This is an optimization exercise on Yosys and OpenROAD, whose aim is small area, a short achievable clock period and few clock cycles, not a production implementation.
The RTL was checked by simulation tests, not by an equivalence proof against the original design.

== run 1 ==
Design ex_stage, start of the top module:
module ex_stage
(
    input  logic        clock,
    input  logic        reset,
    input  logic [31:0] d1_in,
    input  logic [31:0] d2_in,
    input  logic [4:0]  rd_in,
    input  logic [31:0] imm_in,
    input  logic [31:0] ctrl_in,
    input  logic [31:0] pc_in,
    output logic        branch,
    output logic [31:0] branch_target,
    output logic        stall,
    output logic [31:0] result_out,
    output logic [31:0] store_data_out,
    output logic [4:0]  rd_out,
    output logic        mem_read_out,
    output logic        mem_write_out,
    output logic        reg_write_out,
    output logic [2:0]  mem_size_out
);
==> flow/config.mk <==
export PLATFORM = sky130hd
export DESIGN_NAME = ex_stage
export DESIGN_NICKNAME = ex_stage
export VERILOG_FILES = /design/flow/design.v
export SDC_FILE = /design/flow/constraint.sdc
export NUM_CORES = 4
export LEC_CHECK = 0
export ABC_AREA = 1
export CAP_MARGIN = 20
export CORE_MARGIN = 2
export CORE_UTILIZATION = 40
export SETUP_SLACK_MARGIN = 0.6
export SLEW_MARGIN = 20
export TNS_END_PERCENT = 10
==> flow/constraint.sdc <==
create_clock -name core_clock -period 7.0 [get_ports {clock}]
set_input_delay 1.4000 -clock core_clock [delete_from_list [all_inputs] [get_ports {clock}]]
set_output_delay 1.4000 -clock core_clock [all_outputs]
set_load 0.01 [all_outputs]
standard.sh (not shown) runs the stock make flow with config.mk's settings and CLKGATE_MAP_FILE= SYNTH_SCRIPT=/design/flow/synth_recipe.tcl, a recipe that flattens the netlist after the stock synthesis.
==> flow/flow/run.sh <==
#!/bin/bash
# The standard ORFS layout (standard.sh), with two changes to how it is made:
# port buffers use buf_4 instead of the default delay buffer, and the
# resizer may change a cell's footprint when it repairs timing.
set -euo pipefail
export BUFFER_PORTS_ARGS="-buffer_cell sky130_fd_sc_hd__buf_4"
bash standard.sh MATCH_CELL_FOOTPRINT=0 finish > standard.log 2>&1
Testbench counts of run 1, summed over its fixed seeds: cycles 28,102.
--- input diff run 1..run 2 ---
- CORE_UTILIZATION now 48, was 40
- SETUP_SLACK_MARGIN now 0.5, was 0.6
- TNS_END_PERCENT no longer set, was 10
==> flow/flow/run.sh <==
#!/bin/bash
# The standard ORFS layout (standard.sh), with two changes to how it is made:
# port buffers use buf_2 instead of the default delay buffer, and the
# resizer may change a cell's footprint when it repairs timing.
set -euo pipefail
export BUFFER_PORTS_ARGS="-buffer_cell sky130_fd_sc_hd__buf_2"
bash standard.sh MATCH_CELL_FOOTPRINT=0 finish > standard.log 2>&1
Findings:
- Share of cell area taken by muxes after synthesis: run 2 vs run 1 identical
- Diff run 1 -> run 2: number of standard-cell rows in the floorplan fell 9.2%; fmax neither gained nor lost much; time the final worst path needs with I/O delays and setup lost 5.1 ps; global-route wire length before repair higher.
- The share of cell area taken by flip-flops and latches of run 1 and that of run 2 are within noise of each other.
- Floorplan core area shrinks by more than 10% when moving from run 1 to run 2.
- Changes observed in run 2 relative to run 1: critical path depth went up.
### run 2 -> run 3
- swapping 48 for 40 in CORE_UTILIZATION
==> flow/flow/run.sh <==
#!/bin/bash
# The standard ORFS layout (standard.sh), with two changes to how it is made:
# port buffers use buf_4 instead of the default delay buffer, and the
# resizer may change a cell's footprint when it repairs timing.
set -euo pipefail
export BUFFER_PORTS_ARGS="-buffer_cell sky130_fd_sc_hd__buf_4"
bash standard.sh MATCH_CELL_FOOTPRINT=0 finish > standard.log 2>&1
[summary]
Of run 3 and run 2, the run reporting the higher multi-input combinational cell area was run 2.
Run 3 against run 2: setup slack went up 4.4 ps; total number of vias went down 1.4%.
In run 3, time the worst path needs with I/O delays and setup is lower than in run 2.
Delta(hold slack, run 3 - run 2) < 0
Here is what was changed in the inputs of run 4 compared with run 3.
- a change of SETUP_SLACK_MARGIN from 0.5 to 0.8
- an added TNS_END_PERCENT of 0
- Run 4: per-cell via count in the routed design about 0.9% below run 3
- The time the final worst path needs with I/O delays and setup in run 4 sits 13 ps below the value recorded for run 3.
- Diff run 3..run 4 | clock-cell share of area | negligible
- Sort run 3 and run 4 by transition time of the tightest slew-check pin, descending, and run 3 comes first.
- Routed wire length: run 4 vs run 3 up about 1.5%
- Compared with run 3, run 4 shows a total routing resource utilization after global routing that is 1.2 points higher.

* * *

Setup of alpha:
Another version of the RTL of ex_stage (not shown whole).
For scale: roughly 4,600 cells after synthesis, about 160 flip-flops, roughly 280 I/O pins, about 29,000 sq um of cells after synthesis.
clock: 7.0 ns
lec_check: 0
abc_area: 1
cap_margin: 20
core_margin: 2
core_utilization: 40
setup_slack_margin: 0.5
slew_margin: 20
==> flow/flow/run.sh <==
#!/bin/bash
# The standard ORFS layout (standard.sh), with two changes to how it is made:
# port buffers use buf_1 instead of the default delay buffer, and the
# resizer may change a cell's footprint when it repairs timing.
set -euo pipefail
export BUFFER_PORTS_ARGS="-buffer_cell sky130_fd_sc_hd__buf_1"
bash standard.sh MATCH_CELL_FOOTPRINT=0 finish > standard.log 2>&1
alpha: no failed stages, no open violations at the end
Testbench counts of alpha, summed over its fixed seeds: cycles 28,210.
Relative to alpha, the following input files were edited for beta:
diff --git a/flow/flow/run.sh b/flow/flow/run.sh
--- a/flow/flow/run.sh
+++ b/flow/flow/run.sh
@@ -3 +3 @@
-# port buffers use buf_1 instead of the default delay buffer, and the
+# port buffers use buf_4 instead of the default delay buffer, and the
@@ -6 +6 @@
-export BUFFER_PORTS_ARGS="-buffer_cell sky130_fd_sc_hd__buf_1"
+export BUFFER_PORTS_ARGS="-buffer_cell sky130_fd_sc_hd__buf_4"
[summary]
As far as floorplan die area goes, alpha and beta are indistinguishable; the numbers are identical.
Clock period minus worst slack: beta vs alpha down 0.072 ns
Overall die width: alpha vs beta identical
As of beta, total number of vias had fallen slightly compared to alpha.
alpha → beta: final cell count lower, detailed-routed wire length on met2 lower, cell area after placement higher, count of fill cells added during filler insertion lower.
Routed wire length was lower in the run labelled beta.
In beta, the total number of cells along the worst setup path came out 68% above the value in alpha.

re-timing with driven ports:
Ports are ideal in the flow. The routed layouts listed here were re-timed in OpenROAD. Step 1 (the two cells are an assumption about what drives the block):
set clk [get_ports {clock}]
set_driving_cell -lib_cell sky130_fd_sc_hd__clkbuf_16 $clk
set_driving_cell -lib_cell sky130_fd_sc_hd__buf_2 [delete_from_list [all_inputs] $clk]
Step 2 moves the port delays by t, midway between the first and last clock arrival at a register: inputs arrive t later, outputs are due t later. That takes back most of the time a late clock gives input paths. Slacks: ideal ports / drivers / drivers and shift; pairs: ideal ports / drivers.
run | shift t [ns] | setup slack, ns | hold slack, ns | worst setup path at the end | clock arrival spread, ns
run 1 | 0.558 | 0.552 / 0.501 / 0.025 | 0.522 / 0.522 / 0.522 | input to register | 0.029 / 0.029
run 2 | 0.558 | 0.557 / 0.512 / 0.049 | 0.528 / 0.528 / 0.528 | input to register | 0.026 / 0.027
run 3 | 0.557 | 0.562 / 0.519 / 0.084 | 0.515 / 0.515 / 0.515 | input to register | 0.031 / 0.031
run 4 | 0.553 | 0.575 / 0.605 / 0.052 | 0.539 / 0.539 / 0.539 | input to register | 0.022 / 0.022
alpha | 0.580 | 0.582 / 0.532 / 0.074 | 0.516 / 0.516 / 0.516 | input to register | 0.021 / 0.022
beta | 0.558 | 0.654 / 0.632 / 0.100 | 0.517 / 0.517 / 0.517 | input to register | 0.030 / 0.029
After both steps setup and hold are still met in every run listed. The setup slack of beta, which loses most, moves by -0.022 ns with the drivers and by -0.554 ns with both steps.
